Background: an optimization exercise with open tools, aiming at small area, a short achievable clock period and few clock cycles per item. Do not read the settings as production practice. The RTL was checked by simulation tests, not by an equivalence proof against the original design. Power figures rest on the tool's default switching activity, not on a simulated workload.

### flow/config.mk
export PLATFORM = sky130hd
export DESIGN_NAME = low_score_flank_window_selector
export DESIGN_NICKNAME = low_score_flank_window_selector
export VERILOG_FILES = /design/flow/design.v
export SDC_FILE = /design/flow/constraint.sdc
export NUM_CORES = 4
export LEC_CHECK = 0
export CAP_MARGIN = 20
export CORE_MARGIN = 2
export CORE_UTILIZATION = 40
export SLEW_MARGIN = 20
### flow/constraint.sdc
create_clock -name core_clock -period 5.5 [get_ports {clk}]
set_input_delay 1.1000 -clock core_clock [delete_from_list [all_inputs] [get_ports {clk}]]
set_output_delay 1.1000 -clock core_clock [all_outputs]
set_load 0.01 [all_outputs]
### flow/design.v
package lsfws_pkg;
    localparam int WINDOW_SIZE = 5;
    localparam int MID_INDEX   = WINDOW_SIZE / 2;
    localparam int FILL_W      = $clog2(WINDOW_SIZE + 1);
    localparam int POS_W       = 32;
    localparam int SCORE_W     = 17;
    localparam int QUEUE_DEPTH = 2;
    localparam int QPTR_W      = (QUEUE_DEPTH > 1) ? $clog2(QUEUE_DEPTH) : 1;
    localparam int QCNT_W      = $clog2(QUEUE_DEPTH + 1);
    localparam int PADDR_W     = 3;
    localparam int PDATA_W     = 32;
    localparam logic [SCORE_W-1:0] THRESHOLD_RESET = 17'd64881;
    localparam logic FUNC_INSERT = 1'b0;
    localparam logic FUNC_FLUSH  = 1'b1;
    localparam logic [PADDR_W-3:0] REG_SCORE_THRESHOLD = '0;
    typedef logic [POS_W-1:0]   pos_t;
    typedef logic [SCORE_W-1:0] score_t;
    typedef struct packed {
        logic   func;
        pos_t   position;
        score_t score;
    } item_t;
    typedef struct packed {
        pos_t kept_position;
        logic last;
    } result_t;
    typedef struct packed {
        pos_t [WINDOW_SIZE-1:0] positions;
        logic [WINDOW_SIZE-1:0] mask;
    } job_t;
endpackage
module lsfws_queue
(
    input  logic clk,
    input  logic rst_n,
    input  logic push,
    input  lsfws_pkg::job_t push_job,
    output logic full,
    input  logic pop,
    output lsfws_pkg::job_t pop_job,
    output logic empty
);
    localparam int QUEUE_DEPTH = lsfws_pkg::QUEUE_DEPTH;
    localparam int QPTR_W = lsfws_pkg::QPTR_W;
    localparam int QCNT_W = lsfws_pkg::QCNT_W;
    localparam int JOB_W = lsfws_pkg::WINDOW_SIZE * lsfws_pkg::POS_W + lsfws_pkg::WINDOW_SIZE;
    logic [JOB_W-1:0]  mem [0:QUEUE_DEPTH-1];
    logic [QPTR_W-1:0] wr_ptr_reg;
    logic [QPTR_W-1:0] rd_ptr_reg;
    logic [QCNT_W-1:0] count_reg;
    function automatic logic [QPTR_W-1:0] ptr_inc(input logic [QPTR_W-1:0] p);
        if (p == QPTR_W'(QUEUE_DEPTH - 1))
            ptr_inc = {QPTR_W{1'b0}};
        else
            ptr_inc = p + 1'b1;
    endfunction
    always_ff @(posedge clk or negedge rst_n)
    begin
        if (!rst_n)
        begin
            wr_ptr_reg <= '0;
            rd_ptr_reg <= '0;
            count_reg  <= '0;
        end
        else
        begin
            if (push)
                wr_ptr_reg <= ptr_inc(wr_ptr_reg);
            if (pop)
                rd_ptr_reg <= ptr_inc(rd_ptr_reg);
            if (push && !pop)
                count_reg <= count_reg + 1'b1;
            else if (pop && !push)
                count_reg <= count_reg - 1'b1;
        end
    end
    always_ff @(posedge clk)
    begin
        if (push)
            mem[wr_ptr_reg] <= push_job;
    end
    assign pop_job = mem[rd_ptr_reg];
    assign full    = (count_reg == QCNT_W'(QUEUE_DEPTH));
    assign empty   = (count_reg == '0);
endmodule
module lsfws_front
(
    input  logic              clk,
    input  logic              rst_n,
    input  logic              accept,
    input  lsfws_pkg::item_t             item,
    input  lsfws_pkg::score_t            threshold,
    output logic              push,
    output lsfws_pkg::job_t              job,
    output logic [lsfws_pkg::FILL_W-1:0] fill
);
    localparam int WINDOW_SIZE = lsfws_pkg::WINDOW_SIZE;
    localparam int MID_INDEX = lsfws_pkg::MID_INDEX;
    localparam int FILL_W = lsfws_pkg::FILL_W;
    lsfws_pkg::pos_t [WINDOW_SIZE-1:0]                   pos_reg;
    lsfws_pkg::score_t [WINDOW_SIZE-1:0]                 score_reg;
    logic [WINDOW_SIZE-1:0] kept_reg;
    logic [FILL_W-1:0]      fill_reg;
    lsfws_pkg::pos_t [WINDOW_SIZE-1:0]                   pos_next;
    lsfws_pkg::score_t [WINDOW_SIZE-1:0]                 score_next;
    logic [WINDOW_SIZE-1:0] kept_next;
    logic [FILL_W-1:0]      fill_next;
    logic [WINDOW_SIZE-1:0] kept_ins;
    logic [WINDOW_SIZE-1:0] check;
    logic [WINDOW_SIZE-1:0] valid;
    logic [WINDOW_SIZE-1:0] below;
    logic [WINDOW_SIZE-1:0] mask;
    logic [FILL_W-1:0]      fill_valid;
    logic                   low;
    always_comb
    begin
        pos_next   = pos_reg;
        score_next = score_reg;
        kept_ins   = kept_reg;
        fill_next  = fill_reg;
        fill_valid = fill_reg;
        check      = '0;
        if (item.func == lsfws_pkg::FUNC_FLUSH)
        begin
            fill_next = '0;
            for (int i = 0; i < WINDOW_SIZE; i++)
            begin
                if (fill_reg < FILL_W'(WINDOW_SIZE))
                    check[i] = 1'b1;
                else
                    check[i] = (i > MID_INDEX);
            end
        end
        else if (fill_reg < FILL_W'(WINDOW_SIZE))
        begin
            for (int i = 0; i < WINDOW_SIZE; i++)
            begin
                if (FILL_W'(i) == fill_reg)
                begin
                    pos_next[i]   = item.position;
                    score_next[i] = item.score;
                    kept_ins[i]   = 1'b0;
                end
            end
            fill_next  = fill_reg + 1'b1;
            fill_valid = fill_next;
            if (fill_next == FILL_W'(WINDOW_SIZE))
            begin
                for (int i = 0; i < WINDOW_SIZE; i++)
                    check[i] = (i <= MID_INDEX);
            end
        end
        else
        begin
            for (int i = 0; i < WINDOW_SIZE - 1; i++)
            begin
                pos_next[i]   = pos_reg[i+1];
                score_next[i] = score_reg[i+1];
                kept_ins[i]   = kept_reg[i+1];
            end
            pos_next[WINDOW_SIZE-1]   = item.position;
            score_next[WINDOW_SIZE-1] = item.score;
            kept_ins[WINDOW_SIZE-1]   = 1'b0;
            check[MID_INDEX]          = 1'b1;
        end
        for (int i = 0; i < WINDOW_SIZE; i++)
        begin
            valid[i] = (FILL_W'(i) < fill_valid);
            below[i] = (score_next[i] < threshold);
        end
        low  = |(check & valid & below);
        mask = low ? (valid & ~kept_ins) : '0;
        if (item.func == lsfws_pkg::FUNC_FLUSH)
            kept_next = '0;
        else
            kept_next = kept_ins | mask;
    end
    always_ff @(posedge clk or negedge rst_n)
    begin
        if (!rst_n)
        begin
            kept_reg <= '0;
            fill_reg <= '0;
        end
        else if (accept)
        begin
            kept_reg <= kept_next;
            fill_reg <= fill_next;
        end
    end
    always_ff @(posedge clk)
    begin
        if (accept)
        begin
            pos_reg   <= pos_next;
            score_reg <= score_next;
        end
    end
    always_comb
    begin
        for (int i = 0; i < WINDOW_SIZE; i++)
            job.positions[i] = pos_next[i];
        job.mask = mask;
    end
    assign push = accept & (|mask);
    assign fill = fill_reg;
endmodule
module lsfws_back
(
    input  logic    clk,
    input  logic    rst_n,
    input  lsfws_pkg::job_t    q_job,
    input  logic    q_empty,
    output logic    q_pop,
    output logic    result_valid,
    input  logic    result_stall,
    output lsfws_pkg::result_t result
);
    localparam int WINDOW_SIZE = lsfws_pkg::WINDOW_SIZE;
    lsfws_pkg::pos_t [WINDOW_SIZE-1:0] pos_reg;
    logic [WINDOW_SIZE-1:0] mask_reg;
    logic [WINDOW_SIZE-1:0] mask_next;
    logic                   out_valid_reg;
    lsfws_pkg::result_t                out_reg;
    logic [WINDOW_SIZE-1:0] pick;
    logic                   load_out;
    lsfws_pkg::pos_t                   pick_pos;
    always_comb
    begin
        pick = '0;
        for (int i = WINDOW_SIZE - 1; i >= 0; i--)
        begin
            if (mask_reg[i])
            begin
                pick    = '0;
                pick[i] = 1'b1;
            end
        end
        pick_pos = '0;
        for (int i = 0; i < WINDOW_SIZE; i++)
        begin
            if (pick[i])
                pick_pos = pick_pos | pos_reg[i];
        end
    end
    assign load_out  = (|mask_reg) && (!out_valid_reg || !result_stall);
    assign mask_next = mask_reg & ~pick;
    assign q_pop     = (mask_reg == '0) && !q_empty;
    always_ff @(posedge clk or negedge rst_n)
    begin
        if (!rst_n)
        begin
            mask_reg      <= '0;
            out_valid_reg <= 1'b0;
        end
        else
        begin
            if (q_pop)
                mask_reg <= q_job.mask;
            else if (load_out)
                mask_reg <= mask_next;
            if (load_out)
                out_valid_reg <= 1'b1;
            else if (!result_stall)
                out_valid_reg <= 1'b0;
        end
    end
    always_ff @(posedge clk)
    begin
        if (q_pop)
            pos_reg <= q_job.positions;
        if (load_out)
        begin
            out_reg.kept_position <= pick_pos;
            out_reg.last          <= (mask_next == '0);
        end
    end
    assign result_valid = out_valid_reg;
    assign result       = out_reg;
endmodule
module low_score_flank_window_selector
(
    input  logic               clk,
    input  logic               rst_n,
    input  logic               psel,
    input  logic               penable,
    input  logic               pwrite,
    input  logic [lsfws_pkg::PADDR_W-1:0] paddr,
    input  logic [lsfws_pkg::PDATA_W-1:0] pwdata,
    output logic [lsfws_pkg::PDATA_W-1:0] prdata,
    output logic               pready,
    input  logic               item_valid,
    output logic               item_stall,
    input  lsfws_pkg::item_t              item,
    output logic               result_valid,
    input  logic               result_stall,
    output lsfws_pkg::result_t            result
);
    localparam int WINDOW_SIZE = lsfws_pkg::WINDOW_SIZE;
    localparam int FILL_W = lsfws_pkg::FILL_W;
    localparam int SCORE_W = lsfws_pkg::SCORE_W;
    localparam int PADDR_W = lsfws_pkg::PADDR_W;
    localparam int PDATA_W = lsfws_pkg::PDATA_W;
    lsfws_pkg::score_t            threshold_reg;
    logic              cfg_write;
    logic              accept;
    logic              q_push;
    logic              q_pop;
    logic              q_full;
    logic              q_empty;
    lsfws_pkg::job_t              push_job;
    lsfws_pkg::job_t              pop_job;
    logic [FILL_W-1:0] fill;
    assign pready    = 1'b1;
    assign cfg_write = psel && penable && pwrite && pready;
    always_ff @(posedge clk or negedge rst_n)
    begin
        if (!rst_n)
            threshold_reg <= lsfws_pkg::THRESHOLD_RESET;
        else if (cfg_write && (paddr[PADDR_W-1:2] == lsfws_pkg::REG_SCORE_THRESHOLD))
            threshold_reg <= pwdata[SCORE_W-1:0];
    end
    assign prdata = (paddr[PADDR_W-1:2] == lsfws_pkg::REG_SCORE_THRESHOLD)
                  ? PDATA_W'(threshold_reg) : '0;
    assign item_stall = q_full;
    assign accept     = item_valid && !item_stall;
    lsfws_front u_front (
        .clk       (clk),
        .rst_n     (rst_n),
        .accept    (accept),
        .item      (item),
        .threshold (threshold_reg),
        .push      (q_push),
        .job       (push_job),
        .fill      (fill)
    );
    lsfws_queue u_queue (
        .clk      (clk),
        .rst_n    (rst_n),
        .push     (q_push),
        .push_job (push_job),
        .full     (q_full),
        .pop      (q_pop),
        .pop_job  (pop_job),
        .empty    (q_empty)
    );
    lsfws_back u_back (
        .clk          (clk),
        .rst_n        (rst_n),
        .q_job        (pop_job),
        .q_empty      (q_empty),
        .q_pop        (q_pop),
        .result_valid (result_valid),
        .result_stall (result_stall),
        .result       (result)
    );
endmodule
### flow/run.sh
#!/bin/bash
# synth_recipe.tcl (not shown) runs the flow's synth.tcl, then flattens the netlist and writes it again
# the make line also repeats each setting of config.mk as NAME=value (left out here)
make -C /OpenROAD-flow-scripts/flow DESIGN_CONFIG=/design/flow/config.mk WORK_HOME=/design/flow/orfs CLKGATE_MAP_FILE= SYNTH_SCRIPT=/design/flow/synth_recipe.tcl finish
==> flow_summary.json <==
{
  "route.detailed.drc": 0,
  "dp.cells": 3652,
  "reg2reg_slack_ps": 680,
  "place_ws_ps": 39.4,
  "final_nets": 2784,
  "setup.worst_path.end_class": "flop",
  "outcome": "finished clean",
  "diodes": 0,
  "synth_seq_area_share_pct": 70.7,
  "die_area_um2": 87000,
  "skew_ps": 60.3,
  "slew_headroom_pct": 34.2,
  "leakagePower_nw": 14.0,
  "drt-vias-per-instance": 5.53,
  "slew_viol_final": 0,
  "cts_hold_buf": 0,
  "max-cap-violations": 0,
  "largest_reg_flops": 330,
  "hold_depth": 1,
  "ys_types": 74,
  "setup_ws_ps": 636,
  "stdcell_count": 3811,
  "cts_made_buffers": 85,
  "cpMaxStageDelayCell": "a21oi_1",
  "die_y_um": 295,
  "path_max_fanout": 35,
  "cts.clk_slew.worst_paths_ps": 60,
  "post_cts_buffers": 0,
  "dr.pass1.iters": 5,
  "whs_ps": 491,
  "dr_wl_met2_um": 41100,
  "path_class": "in -> reg",
  "fin_area_um2": 39700,
  "path_cells": "clkdlybuf4s50_1, buf_4, nor2b_1, a21oi_1, buf_4, nand2_1, nand2_1, ha_1, a21o_1, a31oi_1, o2111ai_1, a211o_1, o21ai_1, o21ai_1, nand2_8, buf_12",
  "ys_ff_latch": 803,
  "tightest_slew_ps": 987,
  "num-fill-cells": 7338,
  "grt_pass1_vias": 21500,
  "highest_layer": "met5",
  "portBuffers": 126,
  "hold_path_class": "reg -> reg",
  "num_rows": 106,
  "start_kind": "primary input",
  "syn2layout_area_growth_pct": 17.0,
  "cts_root_buf": "clkbuf_16",
  "syn_area_per_cell_um2": 13.9,
  "final_util_pct": 47.3,
  "cts.sinks": 803,
  "pin_count": 160,
  "synth_edf_count": 768,
  "synth_top_area_cell": "edfxtp_1",
  "post_dp_cell_area_um2": 36900,
  "avgRoutedWirePerCell_um": 22.2,
  "syn-cell-area_um2": 33900,
  "wl_met1_um": 36700,
  "yosysWarnings": 4,
  "rsz0062_at_grt": "false",
  "grt_use_total_pct": 19.3,
  "vias": 21100,
  "grt_max_degree": 129,
  "place_hpwl_um": 48800,
  "grt_overflow_total": 0,
  "worstPathArrival_ps": 5180,
  "drt-total-wl_um": 84500,
  "clockBufferDepth": 3,
  "p_total_mw": 25.0,
  "wl_met3_um": 4270,
  "finalSetupViolCount": 0,
  "slowest_delay_ps": 590,
  "fin_crit_ps": 4860,
  "worstPathRequired_ps": 5820,
  "tns_ps": 0,
  "ir_drop_mv": 0.375,
  "worstHoldStart": "u_queue.count_reg[1]$_DFFE_PN0P_",
  "r2r-end": "u_queue.mem[0][113]$_DFFE_PP_",
  "synth_top_area_share_pct": 68.1,
  "hold_viol": 0,
  "power_density_nw_per_um2": 631,
  "worstHoldEndpoint": "u_queue.count_reg[1]$_DFFE_PN0P_",
  "grt_pass1_wl_um": 128000,
  "fmax_ghz": 0.206,
  "die-width_um": 295,
  "gp_congestion": 0.868,
  "synthesis.instances": 2441,
  "worstReg2RegStart": "u_front.fill_reg[0]$_DFFE_PN0P_",
  "final_layout_size_suffix_gt1_share_pct": 16.0,
  "async_flop_share_pct": 4.36,
  "antenna_found_initial": 1,
  "cts_resized": 0,
  "initial_core_util_pct": 40.4,
  "clock_latency_ps": 650,
  "synth_area_leaders": "edfxtp_1 (68%), mux2_2 (5.9%), nand2_1 (4.4%)",
  "fp.coreArea_um2": 83800,
  "fin_crit_sh_pct": 88.4,
  "htreeDepth": 3,
  "cts_tree": "done",
  "ff2ff_path_depth": 15,
  "postRouteAntennaNets": 0,
  "synthFlopType": "edfxtp_1",
  "drtIter0Drc": 1884
}
## how the worst max path moves through the flow
stage                                          startpoint                               end  slack [ps]  depth (start not counted)
final                                            item[49]     u_queue.mem[0][113]$_DFFE_PP_         640                         16
after global routing      u_front.fill_reg[0]$_DFFE_PN0P_     u_queue.mem[0][110]$_DFFE_PP_         370                         15
after CTS                                        item[49]     u_queue.mem[0][110]$_DFFE_PP_         690                         17
after detailed placement                         item[49]     u_queue.mem[0][110]$_DFFE_PP_          40                         17
after global placement                           item[49]  u_queue.count_reg[1]$_DFFE_PN0P_         100                         19
after floorplan                                item_valid       u_queue.mem[1][0]$_DFFE_PP_       -3030                          4
## power breakdown
part	switching (mW)	leakage, nW	internal [mW]
combinational	5.34	5.13	2.96
sequential	0.828	7.54	10.3
clock	2.45	1.31	3.10
total	8.62	14.0	16.4
## cell type report
| cell class | instances | area [um^2] | share of cell area [%] |
|---|---|---|---|
| inverters | 29 | 118 | 0.297 |
| multi-input cells | 1480 | 9360 | 23.6 |
| clock inverters | 54 | 478 | 1.21 |
| flip-flops and latches | 803 | 24000 | 60.4 |
| well taps | 1134 | 1420 | 3.58 |
| repair buffers | 207 | 2100 | 5.29 |
| clock buffers | 104 | 2220 | 5.60 |
## layout by cell type, fill, tap and decap left out, types with 21 or more instances in the layout
cell type | Yosys | final
a21oi_1 | 50 | 50
a221o_1 | 32 | 32
a22oi_1 | 85 | 85
a31oi_1 | 41 | 41
buf_4 | 17 | 62
clkbuf_16 | 0 | 86
clkdlybuf4s50_1 | 0 | 125
dfrtp_1 | 24 | 21
edfxtp_1 | 768 | 768
ha_1 | 86 | 85
inv_1 | 27 | 24
mux2_2 | 177 | 177
nand2_1 | 397 | 395
nor2_1 | 279 | 276
o21ai_0 | 59 | 59
o22ai_1 | 99 | 99
## cells by family (layout without fill, tap and decap cells)
group                    count (synthesis)  count (layout)  share of synthesized area [%]
flip-flops                             803             803                           70.7
other                                    2              16                         0.0222
buffers and inverters                  172             394                           2.15
AND/OR/NAND/NOR                        751             751                           9.09
XOR/XNOR                                 4               4                          0.103
multiplexers                           182             182                           6.03
adder cells (fa/ha/maj)                 86              86                           3.18
AO/OA/AOI/OAI                          441             441                           8.73
## layer usage
metal,global-route usage [%],vias to the layer above
met5,0,-
met4,6.05,2
met3,2.81,168
met2,32.4,665
met1,25.8,10700
li1,-,9546
## cells in the mapped netlist, drive strengths merged, types with 5 or more instances
cell type	n
nand3	6
nand4	10
o22ai	99
a21o	7
mux2i	5
nand2	397
edfxtp	768
a211oi	8
or3b	5
and3	16
a22oi	85
dfstp	11
nor2	279
a31oi	41
a221o	32
mux2	177
dfrtp	24
buf	33
ha	86
a21oi	50
nor2b	9
o21ai	79
inv	29
nand2b	5
clkbuf	110
o211ai	5
## worst max-delay path, delay by kind of cell
kind,cells,cell delay [ps]
simple gates,4,480
fa+ha+maj,1,240
compound gates,7,2090
buf+inv,4,1210
Testbench counts, summed over its fixed seeds: cycles 15,841, items 12,000.

==> afterwards: timing with drivers on the ports <==
The flow's constraints put no driver on any port. The routed layout listed below was extracted and timed again, unchanged, in two steps. Step 1 sets driving cells, clkbuf_16 on the clock port and buf_2 on the other inputs (assumed; they add their load-dependent delay and slew). Step 2 times the ports against the registers' clock, not the clock port: input delays grow and output delays shrink by t, the midpoint of the rising clock arrivals with the driver on. a / b / c = ideal / step 1 / step 2; a / b = the first two.
t (ns): 0.687
setup WS [ns]: 0.636 / 0.672 / -0.015
worst hold slack (ns): 0.491 / 0.491 / 0.491
slew at the worst register clock pin (ns): 0.07 / 0.07
Met with ideal ports but missed after step 2: setup timing in this run. For this run, drivers alone change the setup slack by +0.036 ns; drivers and shift together by -0.651 ns.
